What follows belongs to an exercise in optimizing a design on an open flow for a short achievable clock period and few clock cycles per item; a production flow would make more cautious choices. Only simulation tests tie the RTL to the original design; equivalence was not proved. Power and IR drop assume default switching activity.

File: run.sh
#!/bin/bash
# synth_recipe.tcl (not shown) runs the flow's synth.tcl, then flattens the netlist and writes it again
# the make line also repeats each setting of config.mk as NAME=value (left out here)
make -C /OpenROAD-flow-scripts/flow DESIGN_CONFIG=/design/flow/config.mk WORK_HOME=/design/flow/orfs CLKGATE_MAP_FILE= SYNTH_SCRIPT=/design/flow/synth_recipe.tcl finish
File: design.v
`timescale 1ns / 1ps
`default_nettype none
module sspf_bitmap (
   input  wire logic             clock,
   input  wire logic             rst,
   input  wire logic             alloc,
   input  wire logic [31:0]      setg,
   input  wire logic [15:0]      setl,
   output      logic [31:0]      first2,
   output      logic [31:0][3:0] lidx2,
   output      logic             full2
);
   localparam int N  = 512;
   localparam int GW = 16;
   localparam int NG = N / GW;
   logic [N-1:0]  free_q;          
   logic [NG-1:0] grp_q;           
   logic [NG-1:0] gpre [0:5];      
   logic [NG-1:0] gbelow;          
   logic [NG-1:0] first;           
   logic [NG-1:0] two;             
   logic [N-1:0]  lbelow;          
   logic [N-1:0]  free_d;
   logic [NG-1:0] grp_d;
   logic [NG-1:0][3:0] lidx;       
   assign gpre[0] = grp_q;
   for (genvar l = 1; l <= 5; l++) begin : g_gks
      assign gpre[l] = gpre[l-1] | (gpre[l-1] << (1 << (l - 1)));
   end
   assign gbelow = gpre[5] << 1;
   assign first  = grp_q & ~gbelow;
   for (genvar g = 0; g < NG; g++) begin : g_grp
      logic [GW-1:0] w;
      logic [GW-1:0] p [0:4];
      logic [GW-1:0] bl;
      logic [GW-1:0] a1, t1;
      logic [7:0]    a2, t2;
      logic [3:0]    a3, t3;
      logic [1:0]    a4, t4;
      assign w    = free_q[g*GW +: GW];
      assign p[0] = w;
      for (genvar l = 1; l <= 4; l++) begin : g_lks
         assign p[l] = p[l-1] | (p[l-1] << (1 << (l - 1)));
      end
      assign bl = p[4] << 1;
      assign lbelow[g*GW +: GW] = bl;
      for (genvar i = 0; i < 8; i++) begin : g_t2
         assign a2[i] = w[2*i] | w[2*i+1];
         assign t2[i] = w[2*i] & w[2*i+1];
      end
      for (genvar i = 0; i < 4; i++) begin : g_t3
         assign a3[i] = a2[2*i] | a2[2*i+1];
         assign t3[i] = t2[2*i] | t2[2*i+1] | (a2[2*i] & a2[2*i+1]);
      end
      for (genvar i = 0; i < 2; i++) begin : g_t4
         assign a4[i] = a3[2*i] | a3[2*i+1];
         assign t4[i] = t3[2*i] | t3[2*i+1] | (a3[2*i] & a3[2*i+1]);
      end
      assign two[g] = t4[0] | t4[1] | (a4[0] & a4[1]);
      always_comb begin
         lidx[g] = '0;
         for (int k = GW - 1; k >= 0; k--) begin
            if (w[k]) lidx[g] = 4'(k);
         end
      end
      assign free_d[g*GW +: GW] = ({GW{setg[g]}} & setl) |
                                  (w & (bl | {GW{~alloc | gbelow[g]}}));
      assign grp_d[g] = setg[g] | (grp_q[g] & (~alloc | gbelow[g] | two[g]));
   end
   always_ff @(posedge clock) begin
      if (rst) begin
         free_q <= '1;
         grp_q  <= '1;
      end else begin
         free_q <= free_d;
         grp_q  <= grp_d;
      end
      first2 <= first;
      lidx2  <= lidx;
      full2  <= ~gpre[5][NG-1];
   end
endmodule
`default_nettype wire
`timescale 1ns / 1ps
`default_nettype none
module sspf_divider #(
   parameter int BLOCKS_PER_PAGE = 8
) (
   input  wire logic                          clock,
   input  wire logic                          reset,
   input  wire logic                          start,
   input  wire logic [19:0]  dividend,
   output      logic         done,
   output      logic [19:0]  quotient
);
   localparam int BLOCK_W = 20;
   localparam int                 SHIFT_W = BLOCK_W + $clog2(BLOCKS_PER_PAGE);
   localparam int                 RECIP_W = BLOCK_W + 2;
   localparam int                 PROD_W  = BLOCK_W + RECIP_W;
   localparam logic [RECIP_W-1:0] RECIP   =
      RECIP_W'((64'd1 << SHIFT_W) / 64'(BLOCKS_PER_PAGE) + 64'd1);
   logic               done_ff, done_in;
   logic [BLOCK_W-1:0] quot_ff, quot_in;
   logic [PROD_W-1:0]  product;
   always_comb begin
      product = PROD_W'(dividend) * PROD_W'(RECIP);
      done_in = start;
      quot_in = quot_ff;
      if (start) begin
         quot_in = BLOCK_W'(product >> SHIFT_W);
      end
   end
   always_ff @(posedge clock) begin
      if (reset) begin
         done_ff <= 1'b0;
      end else begin
         done_ff <= done_in;
      end
   end
   always_ff @(posedge clock) begin
      quot_ff <= quot_in;
   end
   assign done     = done_ff;
   assign quotient = quot_ff;
endmodule
`default_nettype wire
`timescale 1ns / 1ps
`default_nettype none
module swap_slot_page_fault_engine_top #(
   parameter int SLOT_COUNT      = 512,
   parameter int BLOCKS_PER_PAGE = 8
) (
   input  wire logic                            clock,
   input  wire logic                            reset,
   input  wire logic                            req_valid,
   output      logic                            req_ready,
   input  wire logic [1:0]                      req_cmd,
   input  wire logic [31:0]                     req_entry,
   input  wire logic [31:0]                     req_new_frame,
   output      logic                            rsp_valid,
   input  wire logic                            rsp_ready,
   output      logic [31:0]                     rsp_new_entry,
   output      logic [19:0]                     rsp_block_no,
   output      logic [1:0]                      rsp_action,
   output      logic [1:0]                      rsp_status,
   input  wire logic                            csr_valid,
   output      logic                            csr_ready,
   input  wire logic [0:0]            csr_index,
   input  wire logic [15:0]           csr_wdata
);
   localparam int N      = 512;
   localparam int LG     = 9;
   localparam int GW     = 16;         
   localparam int NG     = N / GW;     
   localparam int FIFO_N = 10;
   localparam int CAP    = 10;
   localparam logic [2:0] K_UNUSED  = 3'd0;
   localparam logic [2:0] K_ALLOC   = 3'd1;
   localparam logic [2:0] K_PRESENT = 3'd2;
   localparam logic [2:0] K_FAULT   = 3'd3;
   localparam logic [2:0] K_REL     = 3'd4;
   localparam logic [2:0] K_RANGE   = 3'd5;
   logic        rst_q;
   logic [15:0] base_q;
   logic [11:0] mark_q;
   always_ff @(posedge clock) begin
      rst_q <= reset;
      if (reset) begin
         base_q <= 16'd2;
         mark_q <= 12'h200;
      end else if (csr_valid) begin
         if (csr_index[0]) mark_q <= csr_wdata[11:0];
         else              base_q <= csr_wdata;
      end
   end
   assign csr_ready = 1'b1;
   logic        ready_q;
   logic        v0;
   logic [1:0]  cmd0;
   logic [31:0] entry0;
   logic [19:0] frame0;
   assign v0     = req_valid & ready_q & ~reset;
   assign cmd0   = req_cmd;
   assign entry0 = req_entry;
   assign frame0 = req_new_frame[31:12];
   assign req_ready = ready_q;
   logic [19:0] blk0;
   logic [20:0] diff0;
   logic        oor0;
   logic [2:0]  kind0;
   logic        free0;
   assign blk0  = entry0[31:12];
   assign diff0 = {1'b0, blk0} - {5'd0, base_q};
   assign oor0  = diff0[20] | (|diff0[19:12]);
   always_comb begin
      case (cmd0)
         2'd0:    kind0 = K_ALLOC;
         2'd1:    kind0 = entry0[0] ? K_PRESENT : (oor0 ? K_RANGE : K_FAULT);
         2'd2:    kind0 = oor0 ? K_RANGE : K_REL;
         default: kind0 = K_UNUSED;
      endcase
   end
   assign free0 = v0 & ~rst_q & ((kind0 == K_FAULT) | (kind0 == K_REL));
   logic          v1, alloc1;
   logic [2:0]    kind1;
   logic [LG-1:0] idx1;
   logic          free1;           
   logic [GW-1:0] setl1;           
   logic [NG-1:0] setg1;           
   logic [11:0]   flg1;
   logic [19:0]   frame1, blk1;
   always_ff @(posedge clock) begin
      v1     <= v0 & ~rst_q;
      alloc1 <= v0 & ~rst_q & (cmd0 == 2'd0);
      kind1  <= kind0;
      idx1   <= diff0[LG+2:3];
      free1  <= free0;
      flg1   <= entry0[11:0];
      frame1 <= frame0;
      blk1   <= blk0;
   end
   assign setl1 = GW'(1) << idx1[3:0];
   assign setg1 = {NG{free1}} & (NG'(1) << idx1[8:4]);
   logic [NG-1:0]      first2;
   logic [NG-1:0][3:0] lidx2;
   logic               full2;
   sspf_bitmap u_bm (
      .clock (clock),
      .rst   (rst_q),
      .alloc (alloc1),
      .setg  (setg1),
      .setl  (setl1),
      .first2(first2),
      .lidx2 (lidx2),
      .full2 (full2)
   );
   logic          v2;
   logic [2:0]    kind2;
   logic [LG-1:0] idx2;
   logic [11:0]   flg2;
   logic [19:0]   frame2, blk2;
   always_ff @(posedge clock) begin
      v2     <= v1 & ~rst_q;
      kind2  <= kind1;
      idx2   <= idx1;
      flg2   <= flg1;
      frame2 <= frame1;
      blk2   <= blk1;
   end
   logic [4:0]    gidx2;
   logic [3:0]    lsel2;
   logic [LG-1:0] aidx2;
   always_comb begin
      gidx2 = '0;
      lsel2 = '0;
      for (int g = 0; g < NG; g++) begin
         if (first2[g]) begin
            gidx2 = gidx2 | 5'(g);
            lsel2 = lsel2 | lidx2[g];
         end
      end
   end
   assign aidx2 = {gidx2, lsel2};
   logic          v3, full3;
   logic [2:0]    kind3;
   logic [LG-1:0] slot2, slot3;
   logic          wr2;
   logic [31:0]   wdg3;            
   logic [15:0]   wdl3;            
   logic [19:0]   frame3, blk3;
   assign slot2 = (kind2 == K_ALLOC) ? aidx2 : idx2;
   assign wr2   = v2 & ~rst_q & (kind2 == K_ALLOC) & ~full2;
   always_ff @(posedge clock) begin
      v3     <= v2 & ~rst_q;
      wdg3   <= {32{wr2}} & (32'(1) << slot2[8:4]);
      wdl3   <= 16'(1) << slot2[3:0];
      full3  <= full2;
      kind3  <= kind2;
      slot3  <= slot2;
      frame3 <= frame2;
      blk3   <= blk2;
   end
   logic [N-1:0]          fwe;
   logic [11:1]           fwd;
   logic [N/16-1:0][11:1] rd4;
   logic [19:0] slot_blk3;
   assign slot_blk3 = {4'd0, base_q} + {8'd0, slot3, 3'd0};
   always_ff @(posedge clock) begin
      fwd <= flg2[11:1] & {11{~reset}};
   end
   for (genvar g = 0; g < N / 16; g++) begin : g_fgrp
      logic [16*11-1:0] gv;
      for (genvar j = 0; j < 16; j++) begin : g_fs
         logic [11:1] flags_q;
         assign fwe[g*16+j] = rst_q | (wdg3[g] & wdl3[j]);
         always_ff @(posedge clock) begin
            if (fwe[g*16+j]) flags_q <= fwd;
         end
         assign gv[j*11 +: 11] = flags_q;
      end
      always_ff @(posedge clock) begin
         rd4[g] <= gv[slot3[3:0]*11 +: 11];
      end
   end
   logic          v4, full4;
   logic [2:0]    kind4;
   logic [4:0]    sel4;
   logic [19:0]   hi4, bno4;
   always_ff @(posedge clock) begin
      v4    <= v3 & ~rst_q;
      full4 <= full3;
      kind4 <= kind3;
      sel4  <= slot3[8:4];
      hi4   <= (kind3 == K_ALLOC) ? slot_blk3 : frame3;
      bno4  <= (kind3 == K_ALLOC) ? slot_blk3 : blk3;
   end
   logic [11:1] flags5;
   logic        v5, full5;
   logic [2:0]  kind5;
   logic [19:0] hi5, bno5;
   always_ff @(posedge clock) begin
      flags5 <= rd4[sel4];
      v5     <= v4 & ~rst_q;
      full5  <= full4;
      kind5  <= kind4;
      hi5    <= hi4;
      bno5   <= bno4;
   end
   logic [55:0] rsp5;              
   always_comb begin
      rsp5 = '0;
      case (kind5)
         K_ALLOC: begin
            if (full5) rsp5[1:0] = 2'd1;
            else       rsp5 = {hi5, mark_q[11:1], 1'b0, bno5, 2'd1, 2'd0};
         end
         K_PRESENT: rsp5 = {hi5, 12'h003, 20'd0, 2'd3, 2'd0};
         K_FAULT:   rsp5 = {hi5, flags5, 1'b1, bno5, 2'd2, 2'd0};
         K_REL:     rsp5 = {32'd0, bno5, 2'd0, 2'd0};
         K_RANGE:   rsp5 = {32'd0, bno5, 2'd0, 2'd2};
         default:   ;
      endcase
   end
   logic [55:0] fifo_q [FIFO_N];
   logic [3:0]  wptr_q, rptr_q;
   always_ff @(posedge clock) begin
      if (v5) fifo_q[wptr_q] <= rsp5;
      if (rst_q)                          wptr_q <= '0;
      else if (v5 && wptr_q == FIFO_N - 1) wptr_q <= '0;
      else if (v5)                        wptr_q <= wptr_q + 1'b1;
   end
   logic        ov_q, pop_q;
   logic [55:0] o_q, o_cpy_q, head, o_hold;
   logic        nonempty, avail;
   logic [3:0]  rptr_inc, rptr_ld, rptr_st;
   logic [7:0]  cnt_q;
   assign nonempty = (wptr_q != rptr_q);
   assign avail    = nonempty | v5;
   assign head     = nonempty ? fifo_q[rptr_q] : rsp5;
   assign rptr_inc = (rptr_q == FIFO_N - 1) ? 4'd0 : rptr_q + 1'b1;
   assign rptr_ld  = avail ? rptr_inc : rptr_q;
   assign rptr_st  = ov_q ? rptr_q : rptr_ld;
   assign o_hold   = ov_q ? o_cpy_q : head;
   always_ff @(posedge clock) begin
      ov_q  <= ~reset & ~rst_q & (avail | (ov_q & ~rsp_ready));
      o_q   <= rsp_ready ? head : o_hold;
      if (rsp_ready || !ov_q) o_cpy_q <= head;
      if (rst_q) rptr_q <= '0;
      else       rptr_q <= rsp_ready ? rptr_ld : rptr_st;
      pop_q <= ov_q & rsp_ready;
      if (rst_q) cnt_q <= '0;
      else       cnt_q <= cnt_q + 8'(v1) - 8'(pop_q);
      ready_q <= ~reset & ~rst_q & ((cnt_q + 8'(v1) + 8'(ready_q) + 8'd1) <= 8'(CAP));
   end
   assign rsp_valid     = ov_q;
   assign rsp_new_entry = o_q[55:24];
   assign rsp_block_no  = o_q[23:4];
   assign rsp_action    = o_q[3:2];
   assign rsp_status    = o_q[1:0];
endmodule
`default_nettype wire
File: config.mk
export PLATFORM = sky130hd
export DESIGN_NAME = swap_slot_page_fault_engine_top
export DESIGN_NICKNAME = swap_slot_page_fault_engine_top
export VERILOG_FILES = /design/flow/design.v
export SDC_FILE = /design/flow/constraint.sdc
export NUM_CORES = 4
export LEC_CHECK = 0
export ABC_CLOCK_PERIOD_IN_PS = 1000
export CAP_MARGIN = 20
export CELL_PAD_IN_SITES_DETAIL_PLACEMENT = 1
export CELL_PAD_IN_SITES_GLOBAL_PLACEMENT = 2
export CORE_MARGIN = 2
export CORE_UTILIZATION = 65
export CTS_CLUSTER_DIAMETER = 60
export CTS_CLUSTER_SIZE = 30
export SETUP_SLACK_MARGIN = 5
export SLEW_MARGIN = 20
export SYNTH_HIERARCHICAL = 1
export SYNTH_MEMORY_MAX_BITS = 16384
File: constraint.sdc
create_clock -name core_clock -period 8.0 [get_ports {clock}]
set_input_delay 1.6000 -clock core_clock [delete_from_list [all_inputs] [get_ports {clock}]]
set_output_delay 1.6000 -clock core_clock [all_outputs]
set_load 0.01 [all_outputs]
==> run notes <==
==> per-module statistics from Yosys (local to each module, per instance) <==
module	cells	cell area [µm²]	flops+latches
swap_slot_page_fault_engine_top	11585	263000	7044
sspf_bitmap	3778	31900	705
==> how the worst min path moves through the flow <==
stage / endpoint / slack, ns / cells past startpoint
after global placement: flg2[3] / 0.31 / 0
after floorplan: blk2[0] / 0.31 / 0
after detailed placement: blk2[1] / 0.31 / 0
==> kinds of logic after synthesis <==
logic type | count (synthesis)
xor gates and xnor gates | 40
other | 1
DFF | 7749
muxes | 2142
and+or+nand+nor | 1989
AOI/OAI and AO/OA | 2296
buffers and inverters | 1071
adders and majority gates | 75
==> metrics by stage <==
step                 util  power [mW]  instances  setup WS [ns]  area (µm²)
floorplan               -        55.9      15363           3.82      295000
global placement    0.669        60.5      20785           3.53      303000
detailed placement  0.669        61.2      20785           3.57      303000
==> power by group through the flow <==
stage                     Sequential (mW)  Clock, mW  Combinational [mW]
after floorplan                      48.1          0                7.80
after detailed placement             49.2          0                12.0
after global placement               48.9          0                11.6
==> cell usage after synthesis (128+ instances only) <==
cell      instances
mux4_2         1931
o21ai_0         497
edfxtp_1       6237
buf_2           144
clkbuf_1        648
a221o_1         211
a21oi_1         300
a21o_1          534
nor4_1          153
nor2_1          526
inv_1           154
dfxtp_1        1512
nor2b_1         176
nor3_1          128
nand2_1         411
==> flow_summary.yaml <==
clock_network:
  cts_buffers: 548
  cts_root_buffer: "clkbuf_16"
  numClockSinks: 7749
  htreeDepth: 6
  cts_resized: 489
  clockBufferDepth: 4
  post_cts_buffers: 48
  ctsHoldBuffers: 0
logic_synthesis:
  synth_top_area_cell: "edfxtp_1"
  synth_compound_area_frac: 0.0546
  synth-warning-count: 41
  syn_nets: 15487
  ys_seq_elements: 7749
  synth_top_flop_cell: "edfxtp_1"
  synth_area_leaders: "edfxtp_1 63%, mux4_2 15%, dfxtp_1 10%, a21o_1 1.4%, o21ai_0 0.84%"
  netlist.area_leader.share: 0.635
  synth_seq_area_share: 0.738
  synthAdderAreaFrac: 0.00288
  synth_edf_count: 6237
  yosys.area_share.simple: 0.0341
  synth_top_family_by_area: "multiplexers"
  synth.avg_cell_area_um2: 19.2
  synthMuxAreaShare: 0.155
  syn-cell-area_um2: 295000
  yosysUniqueCellTypes: 87
  synthCells: 15363
  synthXorXnorAreaFrac: 0.00119
  async_flop_share: 0
die:
  core.rowCount: 247
  die_w_um: 678
  io_pins: 147
  start_util: 0.652
  die_y_um: 678
placed_design:
  gp_congestion: 0.896
  numPortBuffers: 133
  hpwl_um: 477000
run_status:
  firstError: "[ERROR DPL-0033] detailed placement checks failed during check placement."
  outcome: "did not finish"
  failing_step: "4_1_cts"
Testbench counts, summed over its fixed seeds: cycles 9,672, items 9,600.
